Source: an optimization exercise on an open RTL-to-GDS flow (aim: small area, a short achievable clock period and few clock cycles). Production flows keep margins and buffers that such runs may drop.
In this exercise RTL edits were held to simulation tests only and were not proved equivalent to the original.
Power is estimated from default activity; no workload was simulated.

// uop_frontend
module uop_frontend #(
    parameter int xlen = 32
) (
    input  logic                 clk,
    input  logic                 reset,
    input  logic                 instr_valid,
    input  isa_pkg::instr_word_u instr,
    output logic                 instr_ready,
    output logic                 wb_valid,
    output uop_pkg::reg_idx_t    wb_reg,
    output logic [xlen-1:0]      wb_data
);
    localparam int MB = 8;              
    localparam int ND = MB / 2;         
    logic [31:0] rf [1:15];
    logic [31:0] opa, opb;              
    logic [31:0] pc;                    
    logic        ex_wr;                 
    logic        ex_mul;                
    logic        ex_cap;                
    logic [4:0]  ex_step;               
    logic [3:0]  ex_mbyte;              
    logic        ex_arith, ex_sub, ex_and, ex_or, ex_xor, ex_sll, ex_srl;
    logic        fwd_a, fwd_b;          
    logic [3:0]  ex_rd;
    logic        ready_q;
    assign instr_ready = ready_q;
    logic [31:0] w;
    assign w = instr;
    logic [6:0] d_opc, d_f7;
    logic [2:0] d_f3;
    logic [4:0] d_rd, d_rs1, d_rs2;
    assign d_opc = w[6:0];
    assign d_rd  = w[11:7];
    assign d_f3  = w[14:12];
    assign d_rs1 = w[19:15];
    assign d_rs2 = w[24:20];
    assign d_f7  = w[31:25];
    logic d_rtype, d_itype;
    logic d_add, d_sub, d_and, d_or, d_xor, d_mul, d_sll, d_srl, d_any, d_wr;
    always_comb begin
        d_rtype = d_opc == 7'b0110011 && !d_rd[4] && !d_rs1[4] && !d_rs2[4];
        d_itype = d_opc == 7'b0010011 && !d_rd[4] && !d_rs1[4];
        d_add = (d_rtype && d_f7 == 7'b0000000 && d_f3 == 3'b000) || (d_itype && d_f3 == 3'b000);
        d_sub = d_rtype && d_f7 == 7'b0100000 && d_f3 == 3'b000;
        d_and = d_rtype && d_f7 == 7'b0000000 && d_f3 == 3'b111;
        d_or  = d_rtype && d_f7 == 7'b0000000 && d_f3 == 3'b110;
  ...
clock: 8.5 ns
lec_check: 0
cap_margin: 20
core_margin: 2
core_utilization: 40
cts_buf_list: sky130_fd_sc_hd__clkbuf_4 sky130_fd_sc_hd__clkbuf_8
place_density: 0.75
setup_slack_margin: 5
slew_margin: 20
run.sh (not shown) runs the stock make flow with config.mk's settings and CLKGATE_MAP_FILE= SYNTH_SCRIPT=/design/flow/synth_recipe.tcl, a recipe that flattens the netlist after the stock synthesis.
Testbench counts at the start, summed over its fixed seeds: cycles 15,585.
Next try:
CTS_BUF_LIST = not set   (was sky130_fd_sc_hd__clkbuf_4 sky130_fd_sc_hd__clkbuf_8)
PLACE_DENSITY = not set   (was 0.75)
TNS_END_PERCENT = 20   (was not set)
Power is higher by 4.3%.
Design area is lower by 0.30%.
Setup slack degrades by 0.045 ns.
Core utilization is lower by 0.15 points.
Cell count is lower by 1.6%.
Count of clock-buffer cells in the layout is lower by 57.
Combinational power is lower by 4.1%.
Worst hold slack degrades by 0.0098 ns.
Wire length is higher by 1.9%.
Fmax is lower by 1.2%.
Next try:
TNS_END_PERCENT = not set   (was 20)
After rerunning: The new run finished with timing, DRC and antenna clean; clock skew grows by 0.0036 ns; cell area grows by 1.7%; worst setup slack gains 0.22 ns; die area stays the same; worst hold slack loses 0.0069 ns; sequential share of layout area shrinks by 0.58 points; total power shrinks by 1.2%; maximum frequency grows by 6.1%.
Next try:
TNS_END_PERCENT = 0   (was not set)
What happened:
- setup slack loses 0.29 ns
- global-route usage falls by 1.1 points
- first-iteration DRC count fell by 11%
- sequential power barely changes
- via count is lower by 3.8%
- routed wire length fell by 6.4%
- synthesized area is unchanged
- register-to-register slack degrades by 0.29 ns
Next try:
CTS_BUF_LIST = sky130_fd_sc_hd__clkbuf_4 sky130_fd_sc_hd__clkbuf_8   (was not set)
TNS_END_PERCENT = 20   (was 0)
The changed run completed with no timing, DRC or antenna violations. Count of clock-buffer cells in the layout came out higher by 58. Routed wire length is higher by a few percent. Worst setup slack gains 0.077 ns. Critical path depth rose by 2. Final area goes up by a few percent. Power drops by a few percent. Area after synthesis stays the same.

---

Another version of the RTL of uop_frontend (not shown whole).
For scale: ~3700 cells after synthesis, ~640 flip-flops, about 41000 sq um of cells after synthesis.
clock: 8.5 ns
lec_check: 0
cap_margin: 20
core_margin: 2
core_utilization: 40
setup_slack_margin: 5
slew_margin: 20
Testbench counts at the start, summed over its fixed seeds: cycles 15,585.
Next try:
CORE_UTILIZATION = 55   (was 40)
CTS_BUF_LIST = sky130_fd_sc_hd__clkbuf_4 sky130_fd_sc_hd__clkbuf_8   (was unset)
Outcome: Fmax came out higher slightly; sequential power came out higher slightly; routed wire length came out lower slightly; via count came out higher by a few percent; global-route usage came out higher by 13 points; total power came out lower by a little under a tenth; worst setup slack gets better by 0.069 ns.

separate check: timing with driven ports:
No port has a modelled driver above. Below, the same layouts with a new extraction and two added sets of constraints.
Step 1 sets driving cells, clkbuf_16 on the clock port and buf_2 on the other inputs (assumed; they add their load-dependent delay and slew).
Step 2 also shifts input and output timing later by t, the mid clock arrival at the registers, as if the neighbouring blocks saw the same clock.
a / b / c = ideal / step 1 / step 2; a / b = the first two.
| run | shift t [ns] | setup WS [ns] | cell pins on the clock port's net |
|---|---|---|---|
| the first run of note 1 | 0.818 | 4.815 / 4.815 / 4.175 | 1 |
| the second run of note 1 | 0.714 | 4.770 / 4.704 / 4.113 | 1 |
| the third run of note 1 | 0.702 | 4.985 / 4.917 / 4.310 | 1 |
| the fourth run of note 1 | 0.710 | 4.695 / 4.678 / 4.053 | 1 |
| the fifth run of note 1 | 0.829 | 4.771 / 4.713 / 3.977 | 1 |
| the first run of note 2 | 0.729 | 4.580 / 4.580 / 4.327 | 1 |
| the second run of note 2 | 0.829 | 4.650 / 4.650 / 4.209 | 1 |
After both steps every run listed still meets setup and hold. For the fifth run of note 1, which loses most, drivers alone change the setup slack by -0.058 ns; drivers and shift together by -0.794 ns.
